From an optimization exercise on the open Yosys and OpenROAD flow, aimed at small area; shortcuts taken in it are not production practice. In this exercise RTL edits were held to simulation tests only and were not proved equivalent to the original. No activity file was given, so power comes from the tool's default toggle rates. No driver is modelled on the clock port, so clocking that relies on it looks cheaper here than on a real chip.

**flow/design.v**
```verilog
module probe_capture_buf #(
    parameter int PROBE_W  = 19,
    parameter int DEPTH    = 256,
    parameter int TRIG_POS = 64
) (
    input  logic               clk,
    input  logic               rst_n,
    input  logic [PROBE_W-1:0] probe,
    input  logic [PROBE_W-1:0] trig_mask,
    input  logic [PROBE_W-1:0] trig_value,
    input  logic               arm,
    input  logic               abort,
    output logic               rd_valid,
    output logic [PROBE_W-1:0] rd_data,
    output logic               rd_last,
    input  logic               rd_ready,
    output logic               busy,
    output logic               triggered,
    output logic               done
);
    localparam int W  = PROBE_W;
    localparam int NB = 240;                   
    localparam int NS = 16;                    
    localparam int NT = NB / NS;               
    logic [W*NB-1:0] r_big;
    logic [W*NS-1:0] r_small;
    logic            r_busy;     
    logic            r_trig;     
    logic            r_done;     
    logic            r_go;       
    logic [7:0]      r_cnt;      
    logic            r_fdone;    
    logic [7:0]      r_fp;       
    logic [4:0]      r_n;        
    logic [3:0]      r_hp;       
    logic         w_match;
    logic         w_end;
    logic         w_valid;
    logic         w_xfer;
    logic         w_last;
    logic         w_fetch;
    logic [W-1:0] w_tap;
    assign w_match = (((probe ^ trig_value) & trig_mask) == '0);
    assign w_end   = (r_cnt == 8'hff);
    assign w_valid = r_go;
    assign w_xfer  = w_valid && rd_ready;
    assign w_last  = r_fdone && (r_n == 5'd1);
    assign w_fetch = r_done && !r_fdone && (r_fp[3:0] == 4'hf) && (!r_n[4] || w_xfer);
    always_ff @(posedge clk) begin
        r_big   <= {r_big[W*(NB-1)-1:0], r_busy ? probe : r_big[W*NB-1 -: W]};
        r_small <= {r_small[W*(NS-1)-1:0],
                    r_busy ? r_big[W*NB-1 -: W] : w_fetch ? w_tap : r_small[W*NS-1 -: W]};
    end
    always_ff @(posedge clk) begin
        if (!rst_n || abort) begin
            r_busy <= 1'b0;
            r_trig <= 1'b0;
            r_done <= 1'b0;
            r_go   <= 1'b0;
        end else if (r_busy) begin
            if (r_trig) begin
                if (w_end) begin
                    r_busy <= 1'b0;
                    r_done <= 1'b1;
                end
            end else if (!r_cnt[7] && w_match) begin
                r_trig <= 1'b1;
            end
        end else if (r_done) begin
            r_go <= 1'b1;
            if (w_xfer && w_last) begin
                r_trig <= 1'b0;
                r_done <= 1'b0;
                r_go   <= 1'b0;
            end
        end else if (arm) begin
            r_busy <= 1'b1;
        end
    end
    always_ff @(posedge clk) begin
        if (r_busy) begin
            if (r_trig || r_cnt[7]) begin
                r_cnt <= r_cnt + 8'd1;
            end else if (w_match) begin
                r_cnt <= 8'd65;
            end
        end else if (r_done) begin
            if (w_fetch) r_cnt <= r_cnt + 8'd1;
        end else begin
            r_cnt <= 8'd192;
        end
    end
    always_ff @(posedge clk) begin
        if (!r_done) begin
            r_fdone <= 1'b0;
            r_fp    <= 8'(NB - 1);
            r_n     <= 5'(NS);
            r_hp    <= 4'(NS - 1);
        end else begin
            if (w_fetch && r_cnt == 8'(NB - 1)) r_fdone <= 1'b1;
            if (!w_fetch) r_fp <= (r_fp == 8'(NB - 1)) ? 8'd0 : r_fp + 8'd1;
            r_n <= r_n + {4'd0, w_fetch} - {4'd0, w_xfer};
            if (w_fetch && (r_n == {4'd0, w_xfer})) r_hp <= 4'd0;
            else if (!w_xfer) r_hp <= r_hp + 4'd1;
        end
    end
    logic [NT-1:0]   w_tsel;
    logic [W*NT-1:0] w_taps;
    always_comb begin
        for (int t = 0; t < NT; t++) begin
            w_tsel[t]          = (r_fp[7:4] == 4'(t));
            w_taps[W*t +: W]   = r_big[W*(NS*t+NS-1) +: W];
        end
    end
    probe_capture_mux #(.W(W), .N(NT)) u_tap_mux (
        .d(w_taps),
        .s(w_tsel),
        .y(w_tap)
    );
    logic [NS-1:0] w_hsel;
    always_comb begin
        for (int i = 0; i < NS; i++) w_hsel[i] = (r_hp == 4'(i));
    end
    probe_capture_mux #(.W(W), .N(NS)) u_rd_mux (
        .d(r_small),
        .s(w_hsel),
        .y(rd_data)
    );
    assign rd_valid  = w_valid;
    assign rd_last   = w_valid && w_last;
    assign busy      = r_busy;
    assign triggered = r_trig;
    assign done      = r_done;
endmodule
module probe_capture_mux #(
    parameter int W = 19,
    parameter int N = 16
) (
    input  logic [W*N-1:0] d,
    input  logic [N-1:0]   s,
    output logic [W-1:0]   y
);
    localparam int NG = (N + 2) / 3;
    logic [W-1:0] w_grp_n [NG];
    for (genvar g = 0; g < NG; g++) begin : g_grp
        for (genvar b = 0; b < W; b++) begin : g_bit
            if (3 * g + 2 < N) begin : g_3
                probe_capture_aoi3 u_aoi (
                    .d({d[W*(3*g+2)+b], d[W*(3*g+1)+b], d[W*(3*g)+b]}),
                    .s(s[3*g+2:3*g]),
                    .y(w_grp_n[g][b])
                );
            end else if (3 * g + 1 < N) begin : g_2
                assign w_grp_n[g][b] = !((d[W*(3*g+1)+b] && s[3*g+1]) || (d[W*(3*g)+b] && s[3*g]));
            end else begin : g_1
                assign w_grp_n[g][b] = !(d[W*(3*g)+b] && s[3*g]);
            end
        end
    end
    always_comb begin
        y = '0;
        for (int g = 0; g < NG; g++) y = y | ~w_grp_n[g];
    end
endmodule
module probe_capture_aoi3 (
    input  logic [2:0] d,
    input  logic [2:0] s,
    output logic       y
);
    assign y = !(|(d & s));
endmodule
```
**flow/run.sh**
```bash
#!/bin/bash
# synth_recipe.tcl (not shown) runs the flow's synth.tcl, then flattens the netlist and writes it again
# the make line also repeats each setting of config.mk as NAME=value (left out here)
make -C /OpenROAD-flow-scripts/flow DESIGN_CONFIG=/design/flow/config.mk WORK_HOME=/design/flow/orfs CLKGATE_MAP_FILE= SYNTH_SCRIPT=/design/flow/synth_recipe.tcl finish
```
**flow/config.mk**
```make
export PLATFORM = sky130hd
export DESIGN_NAME = probe_capture_buf
export DESIGN_NICKNAME = probe_capture_buf
export VERILOG_FILES = /design/flow/design.v
export SDC_FILE = /design/flow/constraint.sdc
export NUM_CORES = 4
export LEC_CHECK = 0
export CAP_MARGIN = 20
export CORE_MARGIN = 2
export CORE_UTILIZATION = 50
export CTS_CLUSTER_DIAMETER = 100
export CTS_CLUSTER_SIZE = 30
export PLACE_DENSITY = 0.65
export SLEW_MARGIN = 20
export SYNTH_HIERARCHICAL = 1
```
**flow/constraint.sdc**
```tcl
create_clock -name core_clock -period 10.0 [get_ports {clk}]
set_input_delay 2.0000 -clock core_clock [delete_from_list [all_inputs] [get_ports {clk}]]
set_output_delay 2.0000 -clock core_clock [all_outputs]
set_load 0.01 [all_outputs]
```
==> results by group, run 1 <==
Status
  – Outcome: no timing/DRC/antenna violations

Final layout
  – Seq. cell area: slightly below 100,000 um2
  – Fill cells: around 16,000
  – Area occupied by multi-input gates: about 4400 um2
  – Core Util, Final: 0.547
  – Final Net Count: ~5,800
  – P&R area growth vs syn: 8.94%
  – Share of post-route cells with drive strength above 1: 0.0449
  – Post-route cell area: 112,000 um2

Route
  – DRC Markers: 0
  – Via density: around 4.3
  – Total number of vias: between 30,000 and 40,000
  – Routed WL: about 140 mm
  – Routed wire per std cell: 16.4 um
  – Drt pass-1 iters: 10
  – ANT nets after route: 0
  – DR iter-0 viols: between 2,000 and 3,000

CTS
  – Root Driver: clkbuf_16
  – Max Root-Sink Buffers: 3
  – Worst-path clk slew: between 100 and 150 ps
  – Setup Fix Bufs, Post-CTS: 0
  – Post-cts resize count: 0
  – TritonCTS clock tree: built
  – CTS sink cnt: just under 5,000
  – Clock Latency Late Sink: between 800 and 900 ps
  – Hold_buf cts: 0
  – H-tree depth: 4
  – CTS Buf Count: around 180

Die
  – Die area: ~210,000 um2
  – CORE AREA: 204,000 um2
  – Initial Util: 0.502
  – Rows: roughly 170
  – I/O pin total: 86
  – Die height: approximately 460 um
  – Die span in x: 457 um

Synthesis
  – Post-synthesis instance area: 103,000 um2
  – Async set-reset flop share out of synthesis: 0
  – Synth cell count leaders: dfxtp_1, a222oi_1, nand2_1, and3_1
  – Mapped Cells: roughly 5,500
  – Synth Register Bits: ~4,900
  – Seq/Total Area, Yosys: 0.956
  – Area contributors post-synth: dfxtp_1, a222oi_1, and3_1, edfxtp_1, mux2_2
  – Yosys Warn Count: 12
  – Top_reg_cell synth: dfxtp_1
  – Avg Cell Area, Syn: roughly 19 um2
  – EDFF count, synth: 8
  – Unique masters post-synth: between 40 and 50
  – Share of the synthesized area in the top cell type: 0.954
  – Most common cell in the netlist: dfxtp_1
  – Syn nets: 5,553
  – Most area-hungry cell type in the Yosys netlist: dfxtp_1

Worst setup path
  – Worst EP required: around 8000 ps
  – Slowest CP cell: and2_1
  – Crit-path max cell delay: 870 ps
  – Crit-path max FO: 19
  – Cells along the critical path: nor2b_1, and2_1, a222oi_1, and3_1, nand4_1, clkdlybuf4s50_1
  – Worst Setup Path Type: flop to output pin
  – Critical Path End Type: output pin
  – Crit path arrival time: 3910 ps
  – Worst Path Buf+Inv: 1
  – Top delay family on crit path: simple AND/OR/NAND/NOR gates
  – Worst setup SP type: flop

STA
  – Clock Skews: 25.2 ps
  – Slew @ Worst Pin: around 1100 ps
  – # setup viols final: 0
  – Setup TNS: 0 ps
  – Max_slew headroom: 0.247
  – Final worst-path cycle share: 0.591
  – RSZ-0062 raised after global routing: false
  – Period minus WS final: 5910 ps
  – Fmax: ~170 MHz
  – Slew Limit Fails: 0
  – Fin. Hold Viols: 0

GRT
  – Vias in the first global route: 36,215
  – First-pass GRT wire length: ~210 mm
  – Global Route Usage Sum: 0.132
  – Initial antenna violation count: 19
  – Grt total ovfl: 0
  – Pin count of the biggest net entering global routing: 52

Placed design
  – Placed Area: ~110,000 um2
  – I/O Buffers: 85
  – Post-DP HPWL: 78.9 mm
  – Placer Congestion: 0.760

Run
  – Max Cap Viol: 0

Power
  – Power per standard cell area: approximately 250 nW/um2
  – Pwr Total: approximately 28 mW
  – Max rail drop VDD: ~180 uV
  – Leakage: roughly 43 nW

Min path
  – HP Class: flop to flop
per-layer routing:
| metal | wire length (um) | vias to the layer above | GRT usage | share of wire |
|---|---|---|---|---|
| li1 | - | 18112 | - | - |
| met1 | 71100 | 17738 | 0.198 | 0.51 |
| met2 | 59000 | 595 | 0.197 | 0.42 |
| met3 | 5640 | 216 | 0.0206 | 0.041 |
| met4 | 3330 | 2 | 0.0428 | 0.024 |
| met5 | 13 | - | 0 | 0.000094 |
modules after synthesis, one instance, submodules excluded, a selection:
module,copies in the design,flops+latches
probe_capture_aoi3,190,0
probe_capture_buf,1,4894
cell usage in the layout (no fill, tap or decap), drive strengths merged, types with 2 or more instances in the layout:
cell type      Yosys  routed
a21oi              3       3
a222oi           191     191
a22oi              9       9
and2              13      13
and3              45      45
buf                9      17
clkbuf             6     189
clkdlybuf4s50      0      85
clkinv             0       5
dfxtp           4886    4886
diode              0       2
edfxtp             8       8
ha                12      12
inv               16      21
mux2              19      19
mux2i             21      21
nand2             49      49
nand2b            11      11
nand3             23      23
nand4             24      24
nor2              32      32
nor2b              2       2
nor3               9       9
nor3b              3       3
o21a               2       2
o21ai             34      34
o311ai             2       2
or2                3       3
xnor2             11      11
xor2              24      24
power by group:
group | switching [mW] | internal [mW] | leakage (nW)
combinational | 0.0241 | 0.0321 | 1.52
sequential | 0.0381 | 19.6 | 39.5
clock | 5.22 | 3.39 | 2.37
path summary, 6_finish.rpt:
kind | start | end | slack, ps | cells past startpoint
setup / recovery | r_hp[3] | rd_data[14] | 4090 | 6
hold / removal | r_big[968] | r_big[987] | 300 | 0
setup reg to reg | r_fp[6] | r_small[1] | 6810 | 8
hold reg to reg | r_big[968] | r_big[987] | 300 | 0
per-stage QoR:
stage | instances | setup slack, ps | hold WS, ps
after floorplan | 5478 | 6050 | 310
after global placement | 8253 | 5010 | 309
after detailed placement | 8253 | 4930 | 312
after CTS | 8452 | 4030 | 308
after global routing | 8453 | 3920 | 304
final | 8454 | 4090 | 305
state kept, by name, summed over array words and instances (netlist names):
register / cells
r_trig: 1
r_busy: 1
r_fdone: 1
r_fp: 8
r_big: 4560
r_n: 5
r_small: 304
r_done: 1
r_go: 1
r_cnt: 8
r_hp: 4
cell families (layout without fill, tap and decap cells):
family / after synthesis / count (layout) / synth area share
adder cells (fa/ha/maj): 13 / 13 / 0.00166
other: 0 / 2 / 0
flip-flops: 4894 / 4894 / 0.956
AO/OA/AOI/OAI: 248 / 248 / 0.0220
buffers and inverters: 31 / 317 / 0.00165
XOR/XNOR: 35 / 35 / 0.00299
multiplexers: 40 / 40 / 0.00414
AND/OR/NAND/NOR: 217 / 217 / 0.0112
cell type report:
cell class / instances / share of cell area
antenna: 2 / 0.0000448
clock buffer: 189 / 0.0420
clock inverter: 10 / 0.00124
inverter: 16 / 0.000538
multi-input combinational: 553 / 0.0394
sequential: 4894 / 0.878
tap: 2688 / 0.0301
timing repair buffer: 102 / 0.00876
==> run 2: changes to the inputs <==
==> flow/flow/run.sh (new file) <==
#!/bin/bash
# The standard layout (standard.sh, unchanged synthesis and steps) with two settings of its
# own: input and output ports get sky130_fd_sc_hd__buf_1 buffers, and clock tree synthesis
# clusters up to 30 sinks within 100 um per leaf buffer and inserts no dummy loads.
# The make output goes to standard.log; each step's own log stays under orfs/logs/.
set -euo pipefail
export BUFFER_PORTS_ARGS="-buffer_cell sky130_fd_sc_hd__buf_1"
export CTS_ARGS="-sink_clustering_enable -repair_clock_nets -sink_clustering_size 30 -sink_clustering_max_diameter 100 -dont_use_dummy_load"
bash standard.sh > standard.log 2>&1
==> flow/standard.sh (new file) <==
#!/bin/bash
# synth_recipe.tcl (not shown) runs the flow's synth.tcl, then flattens the netlist and writes it again
# the make line also repeats each setting of config.mk as NAME=value (left out here)
make -C /OpenROAD-flow-scripts/flow DESIGN_CONFIG=/design/flow/config.mk WORK_HOME=/design/flow/orfs CLKGATE_MAP_FILE= SYNTH_SCRIPT=/design/flow/synth_recipe.tcl "${@:-finish}"
--- a/flow/config.mk
+++ b/flow/config.mk
@@ -7,9 +7,7 @@
 export LEC_CHECK = 0
 export CAP_MARGIN = 20
 export CORE_MARGIN = 2
-export CORE_UTILIZATION = 50
-export CTS_CLUSTER_DIAMETER = 100
-export CTS_CLUSTER_SIZE = 30
-export PLACE_DENSITY = 0.65
+export CORE_UTILIZATION = 60
+export PLACE_DENSITY = 0.72
 export SLEW_MARGIN = 20
 export SYNTH_HIERARCHICAL = 1
removed: flow/run.sh
==> run 2 against run 1 <==
  * Still clean on timing, DRC and antenna
  * Global-route usage is 3.1 points higher
  * Register-to-register slack better by 210 ps
  * Worst hold slack got worse by 33 ps
  * Worst setup slack better by 500 ps
  * Sequential power about the same
  * Largest cell class unchanged
==> results by group, run 2 <==
Status
  – Outcome: no timing/DRC/antenna violations (unchanged)

Worst setup path
  – Worst EP required: 8000 ps (about the same)
  – Critical Path Source: r_hp[0] (was r_hp[3])
  – R2r endpoint: r_n[4] (was r_small[1])
  – Cells along the critical path: inv_1, ha_1, and2_1, a222oi_1, and3_1, nand4_1, buf_1 (was nor2b_1, and2_1, a222oi_1, and3_1, nand4_1, clkdlybuf4s50_1)
  – Worst setup SP type: flop (unchanged)
  – Crit-path max FO: 19 (unchanged)
  – R2R Setup Slk: 7020 ps (was 6810 ps)
  – Worst Setup Path Type: flop to output pin (unchanged)
  – Reg2reg start: r_done (was r_fp[6])
  – Worst Setup EP: rd_data[18] (was rd_data[14])
  – Critical Path End Type: output pin (unchanged)
  – Crit path arrival time: 3400 ps (was 3910 ps)
  – Crit-path max cell delay: 490 ps (was 870 ps)
  – Reg2reg path depth: 13 (was 8)
  – Slowest CP cell: a222oi_1 (was and2_1)

STA
  – Final worst-path cycle share: 0.540 (was 0.591)
  – # setup viols final: 0 (unchanged)
  – RSZ-0062 raised after global routing: false (unchanged)
  – Fin. Hold Viols: 0 (unchanged)
  – Clock Skews: 51.4 ps (was 25.2 ps)
  – Slew Limit Fails: 0 (unchanged)
  – Slew @ Worst Pin: 1110 ps (was 1130 ps)
  – Worst hold margin: 272 ps (was 305 ps)
  – Period minus WS final: 5400 ps (was 5910 ps)
  – Max_slew headroom: 0.263 (was 0.247)
  – Fmax: 185 MHz (was 169 MHz)
  – Setup TNS: 0 ps (unchanged)

Route
  – ANT nets after route: 0 (unchanged)
  – DRC Markers: 0 (unchanged)
  – DR iter-0 viols: 3,203 (was 2,981)
  – Via density: 4.59 (was 4.34)
  – Routed WL: 142 mm (was 139 mm)
  – Routed wire per std cell: 17.9 um (was 16.4 um)
  – Total number of vias: 36,531 (was 36,663)
  – Drt pass-1 iters: 9 (was 10)

Die
  – Die span in x: 417 um (was 457 um)
  – Die area: 174,000 um2 (was 209,000 um2)
  – CORE AREA: 170,000 um2 (was 204,000 um2)
  – Die height: 417 um (was 457 um)
  – Initial Util: 0.604 (was 0.502)
  – Rows: 151 (was 166)
  – I/O pin total: 86 (unchanged)

CTS
  – Root Driver: clkbuf_16 (unchanged)
  – H-tree depth: 4 (unchanged)
  – Hold_buf cts: 0 (unchanged)
  – TritonCTS clock tree: built (unchanged)
  – CTS sink cnt: 4,894 (unchanged)
  – Setup Fix Bufs, Post-CTS: 0 (unchanged)
  – Worst-path clk slew: 110 ps (about the same)
  – CTS Buf Count: 181 (unchanged)
  – Clock Latency Late Sink: 820 ps (about the same)
  – Max Root-Sink Buffers: 3 (unchanged)
  – Post-cts resize count: 0 (unchanged)

Synthesis
  – Largest family of logic cells by synthesized area: compound AO/OA/AOI/OAI gates (unchanged)
  – Share of the synthesized area in the top cell type: 0.954 (unchanged)
  – Simple-Gate Fraction of Synth Area: 0.0112 (unchanged)
  – Top_reg_cell synth: dfxtp_1 (unchanged)
  – Synth Register Bits: 4,894 (unchanged)
  – EDFF count, synth: 8 (unchanged)
  – Most area-hungry cell type in the Yosys netlist: dfxtp_1 (unchanged)
  – Mux share of post-synthesis cell area: 0.00414 (unchanged)
  – Seq/Total Area, Yosys: 0.956 (unchanged)
  – Compound-cell area share of the yosys netlist: 0.0220 (unchanged)
  – Avg Cell Area, Syn: 18.7 um2 (unchanged)
  – Yosys Warn Count: 12 (unchanged)
  – Async set-reset flop share out of synthesis: 0 (unchanged)
  – Most common cell in the netlist: dfxtp_1 (unchanged)
  – Unique masters post-synth: 47 (unchanged)
  – Syn nets: 5,553 (unchanged)
  – Post-synthesis instance area: 103,000 um2 (unchanged)
  – Post-Synth Adder-Cell Area: 0.00166 (unchanged)
  – Mapped Cells: 5,478 (unchanged)
  – Area contributors post-synth: dfxtp_1, a222oi_1, and3_1, edfxtp_1, mux2_2 (unchanged)
  – Synth cell count leaders: dfxtp_1, a222oi_1, nand2_1, and3_1 (unchanged)
  – Xor and xnor area share after synthesis: 0.00299 (unchanged)

Power
  – Power Internal: 22.9 mW (was 23.0 mW)
  – Clock power share: 0.300 (was 0.304)
  – P_sw: 5.25 mW (was 5.28 mW)
  – Leakage: 43.0 nW (was 43.4 nW)
  – Share of total power in combinational logic: 0.001 (was 0.002)
  – Sequential share of power: 0.698 (was 0.694)
  – Power per standard cell area: 255 nW/um2 (was 253 nW/um2)
  – Max rail drop VDD: 161 uV (was 185 uV)
  – Net Sw Frac: 0.187 (about the same)

GRT
  – Grt total ovfl: 0 (unchanged)
  – First-pass GRT wire length: 216 mm (was 212 mm)
  – Initial antenna violation count: 10 (was 19)
  – Global Route Usage Sum: 0.163 (was 0.132)
  – Vias in the first global route: 36,756 (was 36,215)
  – Pin count of the biggest net entering global routing: 34 (was 52)

Placed design
  – I/O Buffers: 85 (unchanged)
  – Placer Congestion: 0.785 (was 0.760)
  – Post-DP HPWL: 79.3 mm (was 78.9 mm)

Final layout
  – Final Net Count: 5,822 (was 5,823)
  – Top flop regs: r_big x4560, r_small x304 (unchanged)
  – Fill cells: 11,028 (was 15,569)
  – Seq. cell area: 98,100 um2 (unchanged)
  – P&R area growth vs syn: 7.52% (was 8.94%)
  – Most frequent standard cell in the layout excluding fill and tap cells: dfxtp_1 (unchanged)
  – Most frequent cells in the layout: dfxtp_1, a222oi_1, clkbuf_16 (unchanged)
  – Max reg flops: 4,560 (unchanged)
  – Share of post-route cells with drive strength above 1: 0.0419 (was 0.0449)
  – Biggest register: r_big (unchanged)
  – Area occupied by multi-input gates: 4380 um2 (was 4400 um2)

Min path
  – Hold_sp: r_big[1264] (was r_big[968])
  – HP Class: flop to flop (unchanged)

Run
  – Max Cap Viol: 0 (unchanged)
-- run 2: cell types whose count changed in the layout (fill, tap and decap cells not counted), sizes merged --
cell	delta
inv	-5
clkdlybuf4s50	-85
clkbuf	-8
buf	+84
clkinv	-5
-- run 2: cells by family (layout without fill, tap and decap cells) --
family	count (synthesis)	count (layout)
flip-flops	4894	4894
AO/OA/AOI/OAI	248	248
AND/OR/NAND/NOR	217	217
multiplexers	40	40
XOR/XNOR	35	35
buffers and inverters	31	298
adder cells (fa/ha/maj)	13	13
other	0	2
-- run 2: worst min-delay path by stage --
stage,cells past startpoint,slack (ps),endpoint
6_report,0,270,r_big[1283]
5_1_grt,0,270,r_big[1283]
4_1_cts,0,270,r_big[1283]
3_5_place_dp,0,310,r_big[1319]
3_3_place_gp,0,310,r_big[84]
2_1_floorplan,0,310,r_big[1000]
-- run 2: power by group through the flow --
stage / Sequential (mW) / Combinational [mW] / Clock [mW]
5_1_grt: 19.7 / 0.0432 / 9.29
3_3_place_gp: 20.1 / 0.0408 / 0
6_report: 19.6 / 0.0398 / 8.45
2_1_floorplan: 20.1 / 0.0164 / 0
4_1_cts: 19.6 / 0.0419 / 8.63
3_5_place_dp: 20.1 / 0.0416 / 0
-- run 2: routing by layer --
metal | GRT usage | vias to the layer above | wire, um
met5 | 0 | - | 0
met1 | 0.238 | 17649 | 70400
met4 | 0.0565 | 0 | 4420
li1 | - | 18100 | -
met3 | 0.0273 | 237 | 5160
met2 | 0.251 | 545 | 62500
-- run 2: layout make-up --
type | instances | area share
repair buffers | 101 | 0.00398
diodes | 2 | 0.0000454
clock buffers | 181 | 0.0411
flip-flops and latches | 4894 | 0.889
inverters | 16 | 0.000545
well taps | 2218 | 0.0252
multi-input cells | 553 | 0.0397
-- run 2: per-module statistics from Yosys (local to each module, per instance), excerpt --
| module | flops+latches | area (um2) | cells | times used |
|---|---|---|---|---|
| probe_capture_aoi3 | 0 | 10.0 | 1 | 190 |
| probe_capture_buf | 4894 | 100000 | 5191 | 1 |
-- run 2: stage by stage --
step                      total power, mW  area, um2  worst slack (ps)  cells   util
after floorplan                      20.1     103000              6050   5478      -
after global routing                 29.0     110000              4490   7963  0.650
after CTS                            28.3     110000              4560   7963  0.650
after global placement               20.1     106000              4940   7782  0.623
after detailed placement             20.1     106000              4790   7782  0.623
final                                28.1     110000              4600   7965  0.650
-- run 2: worst max-delay path: cells and delay by family, from the launching register on --
| kind | cells | cell delay [ps] |
|---|---|---|
| and+or+nand+nor | 3 | 1050 |
| AOI/OAI and AO/OA | 1 | 490 |
| DFF | 1 | 440 |
| adders and majority gates | 1 | 240 |
| buffers and inverters | 2 | 360 |
==> run 3: changes to the inputs <==
--- a/flow/design.v
+++ b/flow/design.v
@@ -48,8 +48,7 @@
     assign w_fetch = r_done && !r_fdone && (r_fp[3:0] == 4'hf) && (!r_n[4] || w_xfer);
     always_ff @(posedge clk) begin
         r_big   <= {r_big[W*(NB-1)-1:0], r_busy ? probe : r_big[W*NB-1 -: W]};
-        r_small <= {r_small[W*(NS-1)-1:0],
-                    r_busy ? r_big[W*NB-1 -: W] : w_fetch ? w_tap : r_small[W*NS-1 -: W]};
+        r_small <= {r_small[W*(NS-1)-1:0], (r_busy || w_fetch) ? w_tap : r_small[W*NS-1 -: W]};
     end
     always_ff @(posedge clk) begin
         if (!rst_n || abort) begin
==> flow/flow/run.sh (replaced) <==
#!/bin/bash
# The standard layout (standard.sh, unchanged synthesis and steps) with two settings of its
# own: input and output ports get sky130_fd_sc_hd__buf_1 buffers, and clock tree synthesis
# clusters up to 33 sinks within 100 um per leaf buffer and inserts no dummy loads.
# The make output goes to standard.log; each step's own log stays under orfs/logs/.
set -euo pipefail
export BUFFER_PORTS_ARGS="-buffer_cell sky130_fd_sc_hd__buf_1"
export CTS_ARGS="-sink_clustering_enable -repair_clock_nets -sink_clustering_size 33 -sink_clustering_max_diameter 100 -dont_use_dummy_load"
bash standard.sh > standard.log 2>&1
==> run 3 against run 2 <==
  * Still clean
  * Critical path type unchanged
  * Sequential share of layout area increased by 0.34 points
  * Design area is 0.39% lower
  * Clock skew rose by 8.8 ps
  * Highest routed layer unchanged
  * First-iteration DRC count is 0.53% lower
  * Worst hold slack better by 9.5 ps
  * Core utilization down 0.18 points
  * Largest cell class unchanged
  * Via count shrank 0.73%
  * Power down 1.2%
  * Synthesized cell count decreased by 0.78%
  * Synthesized area shrank 0.15%
  * Clock-buffer cell count down 15
==> results by group, run 3 <==
GRT
  – Vias in the first global route: 36,062 (was 36,756)
  – Global Route Usage Sum: 0.160 (was 0.163)
  – First-pass GRT wire length: 211 mm (was 216 mm)
  – Pin count of the biggest net entering global routing: 34 (unchanged)
  – Initial antenna violation count: 10 (unchanged)
  – Grt total ovfl: 0 (unchanged)

Synthesis
  – Area contributors post-synth: dfxtp_1, a222oi_1, mux2_2, and3_1, edfxtp_1 (was dfxtp_1, a222oi_1, and3_1, edfxtp_1, mux2_2)
  – Avg Cell Area, Syn: 18.8 um2 (was 18.7 um2)
  – Syn nets: 5,510 (was 5,553)
  – Most common cell in the netlist: dfxtp_1 (unchanged)
  – Mapped Cells: 5,435 (was 5,478)
  – Most area-hungry cell type in the Yosys netlist: dfxtp_1 (unchanged)
  – EDFF count, synth: 8 (unchanged)
  – Share of the synthesized area in the top cell type: 0.955 (was 0.954)
  – Synth cell count leaders: dfxtp_1, a222oi_1, and3_1, mux2_2, nand2_1 (was dfxtp_1, a222oi_1, nand2_1, and3_1)
  – Unique masters post-synth: 49 (was 47)
  – Async set-reset flop share out of synthesis: 0 (unchanged)
  – Synth Register Bits: 4,894 (unchanged)
  – Post-synthesis instance area: 102,000 um2 (was 103,000 um2)
  – Seq/Total Area, Yosys: 0.958 (was 0.956)
  – Top_reg_cell synth: dfxtp_1 (unchanged)
  – Yosys Warn Count: 12 (unchanged)

STA
  – Setup ws final: 4590 ps (was 4600 ps)
  – Max_slew headroom: 0.274 (was 0.263)
  – Period minus WS final: 5410 ps (was 5400 ps)
  – Clock Skews: 60.1 ps (was 51.4 ps)
  – RSZ-0062 raised after global routing: false (unchanged)
  – Final worst-path cycle share: 0.541 (was 0.540)
  – Setup TNS: 0 ps (unchanged)
  – # setup viols final: 0 (unchanged)
  – Slew Limit Fails: 0 (unchanged)
  – Fmax: 185 MHz (about the same)
  – Slew @ Worst Pin: 1090 ps (was 1110 ps)
  – Fin. Hold Viols: 0 (unchanged)

CTS
  – Hold_buf cts: 0 (unchanged)
  – Max Root-Sink Buffers: 3 (unchanged)
  – CTS Buf Count: 166 (was 181)
  – Root Driver: clkbuf_16 (unchanged)
  – Post-cts resize count: 0 (unchanged)
  – TritonCTS clock tree: built (unchanged)
  – Setup Fix Bufs, Post-CTS: 0 (unchanged)
  – Worst-path clk slew: 110 ps (about the same)
  – CTS sink cnt: 4,894 (unchanged)
  – H-tree depth: 4 (unchanged)
  – Clock Latency Late Sink: 840 ps (was 820 ps)

Power
  – Max rail drop VDD: 163 uV (was 161 uV)
  – Clock power share: 0.292 (was 0.300)
  – Power per standard cell area: 253 nW/um2 (was 255 nW/um2)
  – Leakage: 43.0 nW (about the same)
  – Net Sw Frac: 0.186 (was 0.187)
  – P_sw: 5.16 mW (was 5.25 mW)
  – Share of total power in combinational logic: 0.002 (was 0.001)
  – Power Internal: 22.6 mW (was 22.9 mW)
  – Sequential share of power: 0.707 (was 0.698)

Final layout
  – Final Net Count: 5,779 (was 5,822)
  – Seq. cell area: 98,100 um2 (unchanged)
  – Most frequent cells in the layout: dfxtp_1, a222oi_1, clkbuf_16 (unchanged)
  – Most frequent standard cell in the layout excluding fill and tap cells: dfxtp_1 (unchanged)
  – Fill cells: 11,057 (was 11,028)
  – Max reg flops: 4,560 (unchanged)
  – Top flop regs: r_big x4560, r_small x304 (unchanged)
  – P&R area growth vs syn: 7.27% (was 7.52%)
  – Biggest register: r_big (unchanged)
  – Area occupied by multi-input gates: 4250 um2 (was 4380 um2)
  – Share of post-route cells with drive strength above 1: 0.0449 (was 0.0419)

Placed design
  – Post-DP HPWL: 78.8 mm (was 79.3 mm)
  – Placer Congestion: 0.789 (was 0.785)
  – I/O Buffers: 85 (unchanged)
  – Setup Slack @ Placement: 4650 ps (was 4790 ps)

Die
  – Die height: 417 um (about the same)
  – Rows: 151 (unchanged)
  – I/O pin total: 86 (unchanged)
  – Initial Util: 0.604 (about the same)
  – CORE AREA: 169,000 um2 (was 170,000 um2)
  – Die span in x: 417 um (about the same)
  – Die area: 174,000 um2 (about the same)

Worst setup path
  – Worst Setup Path Type: flop to output pin (unchanged)
  – Crit-path max cell delay: 820 ps (was 490 ps)
  – Cells along the critical path: nor2b_1, and2_1, a222oi_1, and3_1, nand4_1, buf_1 (was inv_1, ha_1, and2_1, a222oi_1, and3_1, nand4_1, buf_1)
  – Crit-path max FO: 19 (unchanged)
  – Crit path arrival time: 3410 ps (was 3400 ps)
  – Critical Path End Type: output pin (unchanged)
  – Worst setup SP type: flop (unchanged)
  – Slowest CP cell: and2_1 (was a222oi_1)
  – Worst EP required: 8000 ps (about the same)

Route
  – Routed WL: 139 mm (was 142 mm)
  – DRC Markers: 0 (unchanged)
  – Total number of vias: 36,266 (was 36,531)
  – DR iter-0 viols: 3,186 (was 3,203)
  – ANT nets after route: 0 (unchanged)
  – Via density: 4.58 (was 4.59)
  – Routed wire per std cell: 17.6 um (was 17.9 um)
  – Drt pass-1 iters: 10 (was 9)

Status
  – Outcome: no timing/DRC/antenna violations (unchanged)

Min path
  – HP Class: flop to flop (unchanged)

Run
  – Max Cap Viol: 0 (unchanged)
run 3: cell types whose count changed after synthesis, moves of 3 or more:
| cell | previous run | this run |
|---|---|---|
| o21ai_0 | 32 | 14 |
| mux2_2 | 19 | 38 |
| nor2_1 | 32 | 23 |
| mux2i_1 | 21 | 1 |
| xnor2_1 | 11 | 7 |
| xor2_1 | 24 | 27 |
| nand2_1 | 48 | 33 |
run 3: power by group through the flow:
stage	Combinational (mW)	Clock (mW)	Sequential [mW]
4_1_cts	0.0436	8.32	19.6
2_1_floorplan	0.0177	0	20.1
6_report	0.0423	8.12	19.6
3_5_place_dp	0.0433	0	20.1
3_3_place_gp	0.0430	0	20.1
5_1_grt	0.0446	8.96	19.7
run 3: worst paths after layout:
kind	from	cells past startpoint	slack [ps]	endpoint
worst max-delay path	r_hp[3]	6	4590	rd_data[2]
worst min-delay path	r_big[2958]	0	280	r_big[2977]
worst max register to register	r_fp[6]	7	6740	r_small[2]
worst min register to register	r_big[2958]	0	280	r_big[2977]
run 3: metal layers:
| layer | GRT usage | vias up | part of all wire |
|---|---|---|---|
| met5 | 0 | - | 0 |
| met3 | 0.0288 | 229 | 0.043 |
| met2 | 0.241 | 624 | 0.43 |
| li1 | - | 17968 | - |
| met4 | 0.0537 | 0 | 0.031 |
| met1 | 0.236 | 17445 | 0.49 |
run 3: per-stage QoR:
step	std cells	utilization	hold slack [ps]	total power, mW	instance area, um2
after floorplan	5435	-	310	20.1	102000
after global placement	7754	0.623	310	20.1	106000
after detailed placement	7754	0.623	312	20.1	106000
after CTS	7920	0.648	275	28.0	110000
after global routing	7920	0.648	285	28.7	110000
final	7924	0.648	281	27.8	110000
run 3: kinds of logic after synthesis:
| group | Yosys count | synth area share |
|---|---|---|
| xor+xnor | 34 | 0.00291 |
| simple gates | 199 | 0.0107 |
| buf+inv | 25 | 0.00134 |
| mux | 39 | 0.00428 |
| fa+ha+maj | 13 | 0.00166 |
| flops | 4894 | 0.958 |
| compound gates | 231 | 0.0213 |
run 3: area by class of cell:
class                   count  share of cell area
repair buffers            111             0.00468
well taps                2218              0.0253
diodes                      4           0.0000911
inverters                  15            0.000513
clock buffers             166              0.0378
flip-flops and latches   4894               0.893
multi-input cells         516              0.0387
run 3: worst max-delay path, delay by kind of cell, from the launching register on:
family / cells / cell delay (ps)
AO/OA/AOI/OAI: 1 / 240
AND/OR/NAND/NOR: 4 / 1680
flip-flops: 1 / 470
buffers and inverters: 1 / 200
run 3: modules after synthesis, one instance, submodules excluded, excerpt:
| module | copies in the design | flip-flops and latches | cell area [um2] |
|---|---|---|---|
| probe_capture_aoi3 | 190 | 0 | 10.0 |
| probe_capture_buf | 1 | 4894 | 99900 |
==> run 4: changes to the inputs <==
==> flow/flow/run.sh (replaced) <==
#!/bin/bash
# The standard layout (standard.sh, unchanged synthesis and steps) with two settings of its
# own: input and output ports get sky130_fd_sc_hd__buf_1 buffers, and clock tree synthesis
# builds the tree from sky130_fd_sc_hd__buf_12 (as strong as clkbuf_16 at the leaf loads here,
# in less area), clusters up to 31 sinks within 100 um per leaf buffer, and inserts no dummy
# loads. The make output goes to standard.log; each step's own log stays under orfs/logs/.
set -euo pipefail
export BUFFER_PORTS_ARGS="-buffer_cell sky130_fd_sc_hd__buf_1"
export CTS_ARGS="-sink_clustering_enable -repair_clock_nets -sink_clustering_size 31 -sink_clustering_max_diameter 100 -dont_use_dummy_load -buf_list sky130_fd_sc_hd__buf_12"
bash standard.sh > standard.log 2>&1
==> run 4 against run 3 <==
  * Register-to-register slack worse by 30 ps
  * Maximum frequency is 1.2% higher
  * Sequential share of layout area is 0.52 points higher
  * Highest routed layer unchanged
==> results by group, run 4 <==
Route
  – ANT nets after route: 0 (unchanged)
  – Routed WL: 139 mm (about the same)
  – DR iter-0 viols: 3,024 (was 3,186)
  – Drt pass-1 iters: 10 (unchanged)
  – Routed wire per std cell: 17.6 um (about the same)
  – DRC Markers: 0 (unchanged)
  – Via density: 4.58 (about the same)
  – Total number of vias: 36,335 (was 36,266)

Die
  – Die height: 417 um (unchanged)
  – Die area: 174,000 um2 (unchanged)
  – CORE AREA: 169,000 um2 (unchanged)
  – Initial Util: 0.604 (unchanged)
  – I/O pin total: 86 (unchanged)
  – Die span in x: 417 um (unchanged)
  – Rows: 151 (unchanged)

STA
  – Slew Limit Fails: 0 (unchanged)
  – Fmax: 187 MHz (was 185 MHz)
  – Setup TNS: 0 ps (unchanged)
  – Max_slew headroom: 0.250 (was 0.274)
  – Period minus WS final: 5350 ps (was 5410 ps)
  – # setup viols final: 0 (unchanged)
  – Slew @ Worst Pin: 1130 ps (was 1090 ps)
  – Clock Skews: 72.2 ps (was 60.1 ps)
  – Final worst-path cycle share: 0.535 (was 0.541)
  – Fin. Hold Viols: 0 (unchanged)
  – RSZ-0062 raised after global routing: false (unchanged)
  – Worst hold margin: 249 ps (was 281 ps)

GRT
  – First-pass GRT wire length: 211 mm (about the same)
  – Initial antenna violation count: 10 (unchanged)
  – Vias in the first global route: 36,150 (was 36,062)
  – Grt total ovfl: 0 (unchanged)
  – Pin count of the biggest net entering global routing: 32 (was 34)
  – Global Route Usage Sum: 0.160 (about the same)

Power
  – Sequential share of power: 0.710 (was 0.707)
  – Power per standard cell area: 253 nW/um2 (about the same)
  – Leakage: 42.6 nW (was 43.0 nW)
  – Clock power share: 0.289 (was 0.292)
  – P_sw: 5.29 mW (was 5.16 mW)
  – Power Internal: 22.4 mW (was 22.6 mW)
  – Net Sw Frac: 0.191 (was 0.186)
  – Max rail drop VDD: 163 uV (about the same)
  – Share of total power in combinational logic: 0.002 (about the same)
  – Pwr Total: 27.7 mW (was 27.8 mW)

Synthesis
  – Synth cell count leaders: dfxtp_1, a222oi_1, and3_1, mux2_2, nand2_1 (unchanged)
  – Seq/Total Area, Yosys: 0.958 (unchanged)
  – Share of the synthesized area in the top cell type: 0.955 (unchanged)
  – Yosys Warn Count: 12 (unchanged)
  – Syn nets: 5,510 (unchanged)
  – Top_reg_cell synth: dfxtp_1 (unchanged)
  – Mapped Cells: 5,435 (unchanged)
  – Most area-hungry cell type in the Yosys netlist: dfxtp_1 (unchanged)
  – Synth Register Bits: 4,894 (unchanged)
  – Most common cell in the netlist: dfxtp_1 (unchanged)
  – Post-synthesis instance area: 102,000 um2 (unchanged)
  – Unique masters post-synth: 49 (unchanged)
  – EDFF count, synth: 8 (unchanged)
  – Avg Cell Area, Syn: 18.8 um2 (unchanged)
  – Async set-reset flop share out of synthesis: 0 (unchanged)
  – Area contributors post-synth: dfxtp_1, a222oi_1, mux2_2, and3_1, edfxtp_1 (unchanged)

Final layout
  – Seq. cell area: 98,100 um2 (unchanged)
  – Final Net Count: 5,789 (was 5,779)
  – Post-Layout Cell Count: 7,934 (was 7,924)
  – Area occupied by multi-input gates: 4250 um2 (unchanged)
  – Fill cells: 11,126 (was 11,057)
  – P&R area growth vs syn: 6.66% (was 7.27%)
  – Top flop regs: r_big x4560, r_small x304 (unchanged)
  – Most frequent cells in the layout: dfxtp_1, a222oi_1, buf_12 (was dfxtp_1, a222oi_1, clkbuf_16)
  – Max reg flops: 4,560 (unchanged)
  – Biggest register: r_big (unchanged)
  – Most frequent standard cell in the layout excluding fill and tap cells: dfxtp_1 (unchanged)
  – Share of post-route cells with drive strength above 1: 0.0466 (was 0.0449)
  – Post-route cell area: 109,000 um2 (was 110,000 um2)

Worst setup path
  – Worst EP required: 8000 ps (about the same)
  – Worst setup SP type: flop (unchanged)
  – Reg2reg path depth: 7 (unchanged)
  – Crit path arrival time: 3350 ps (was 3410 ps)
  – Reg2reg start: r_fp[6] (unchanged)
  – R2R Setup Slk: 6710 ps (was 6740 ps)
  – Crit-path max FO: 19 (unchanged)
  – Worst Setup Path Type: flop to output pin (unchanged)
  – Crit-path max cell delay: 470 ps (was 820 ps)
  – Critical Path End Type: output pin (unchanged)
  – R2r endpoint: r_small[2] (unchanged)
  – Slowest CP cell: and2_1 (unchanged)
  – Cells along the critical path: inv_1, ha_1, and2_1, a222oi_1, and3_1, nand4_1, buf_1 (was nor2b_1, and2_1, a222oi_1, and3_1, nand4_1, buf_1)

CTS
  – Worst-path clk slew: 110 ps (about the same)
  – CTS Buf Count: 176 (was 166)
  – Setup Fix Bufs, Post-CTS: 0 (unchanged)
  – CTS sink cnt: 4,894 (unchanged)
  – Max Root-Sink Buffers: 3 (unchanged)
  – TritonCTS clock tree: built (unchanged)
  – H-tree depth: 4 (unchanged)
  – Post-cts resize count: 0 (unchanged)
  – Clock Latency Late Sink: 800 ps (was 840 ps)
  – Root Driver: buf_12 (was clkbuf_16)
  – Hold_buf cts: 0 (unchanged)

Min path
  – Hold Path Sink: r_big[211] (was r_big[2977])
  – Hold_sp: r_big[192] (was r_big[2958])
  – Hold path cells: 0 (unchanged)
  – HP Class: flop to flop (unchanged)

Placed design
  – I/O Buffers: 85 (unchanged)
  – Placed Area: 106,000 um2 (unchanged)
  – Inst Count DP: 7,754 (unchanged)
  – Post-DP HPWL: 78.8 mm (unchanged)
  – Placer Congestion: 0.789 (unchanged)

Status
  – Outcome: no timing/DRC/antenna violations (unchanged)

Run
  – Max Cap Viol: 0 (unchanged)
run 4: per-stage QoR:
stage	util	setup WS (ps)
5_1_grt	0.644	4510
2_1_floorplan	-	6110
3_3_place_gp	0.623	4780
4_1_cts	0.644	4540
3_5_place_dp	0.623	4650
6_report	0.644	4650
run 4: final cells by class:
class,count,area share
Tap cell,2218,0.0254
Timing Repair Buffer,111,0.00471
Sequential cell,4894,0.898
Clock buffer,176,0.0323
Antenna cell,4,0.0000917
Multi-Input combinational cell,516,0.0390
Inverter,15,0.000516
run 4: worst max-delay path by stage:
stage / start / endpoint / slack (ps) / cells past startpoint
6_report: r_hp[0] / rd_data[2] / 4650 / 7
5_1_grt: r_hp[0] / rd_data[2] / 4510 / 7
4_1_cts: r_hp[0] / rd_data[4] / 4540 / 7
3_5_place_dp: probe[14] / r_cnt[6] / 4650 / 7
3_3_place_gp: probe[14] / r_cnt[1] / 4780 / 7
2_1_floorplan: rd_ready / r_n[4] / 6110 / 13
run 4: cells by family after synthesis:
| family | count (synthesis) | share of synthesized area |
|---|---|---|
| fa+ha+maj | 13 | 0.00166 |
| compound gates | 231 | 0.0213 |
| flops | 4894 | 0.958 |
| mux | 39 | 0.00428 |
| buf+inv | 25 | 0.00134 |
| xor+xnor | 34 | 0.00291 |
| simple gates | 199 | 0.0107 |
run 4: per-layer routing:
layer / track usage / wire (um) / vias up
met5: 0 / 0 / -
met4: 0.0514 / 4040 / 0
met3: 0.0303 / 6360 / 217
met2: 0.241 / 60100 / 643
met1: 0.236 / 69000 / 17483
li1: - / - / 17992
run 4: power groups by stage:
| stage | sequential, mW | clock [mW] | combinational, mW |
|---|---|---|---|
| final | 19.6 | 7.98 | 0.0424 |
| after global routing | 19.6 | 8.82 | 0.0447 |
| after CTS | 19.6 | 8.20 | 0.0438 |
| after detailed placement | 20.1 | 0 | 0.0433 |
| after global placement | 20.1 | 0 | 0.0430 |
| after floorplan | 20.1 | 0 | 0.0177 |
run 4: Yosys stat by module (local to each module, per instance), excerpt:
module,cells inside,cell area (um2)
probe_capture_buf,5148,99900
probe_capture_aoi3,1,10.0
run 4: worst max-delay path: cells and delay by family (launching register included):
family,cells,cell delay [ps]
compound gates,1,420
fa+ha+maj,1,240
buf+inv,2,370
flops,1,440
simple gates,3,1120

## afterwards: timing with drivers on the ports
No port has a modelled driver above. Below, the same layouts with a new extraction and two added sets of constraints. Step 1 sets driving cells, clkbuf_16 on the clock port and buf_2 on the other inputs (assumed; they add their load-dependent delay and slew). Step 2, shift: input delay + t, output delay - t, t = (earliest + latest rising clock arrival at the registers) / 2. This alone moves slack from input paths to output paths. Three values: ideal ports, drivers, drivers and shift; two values: the first two.
run | t, ns | setup WS [ns] | worst setup path after step 2 | clock arrival spread, ns | worst register clock-pin slew, ns
run 1 | 0.902 | 4.094 / 4.005 / 4.907 | register to output | 0.044 / 0.044 | 0.11 / 0.11
run 2 | 0.885 | 4.596 / 4.518 / 5.084 | input to register | 0.072 / 0.071 | 0.11 / 0.11
run 3 | 0.883 | 4.590 / 4.514 / 4.794 | input to register | 0.064 / 0.064 | 0.12 / 0.12
run 4 | 0.830 | 4.653 / 4.577 / 4.816 | input to register | 0.098 / 0.097 | 0.12 / 0.12
After both steps every run listed still meets setup and hold.
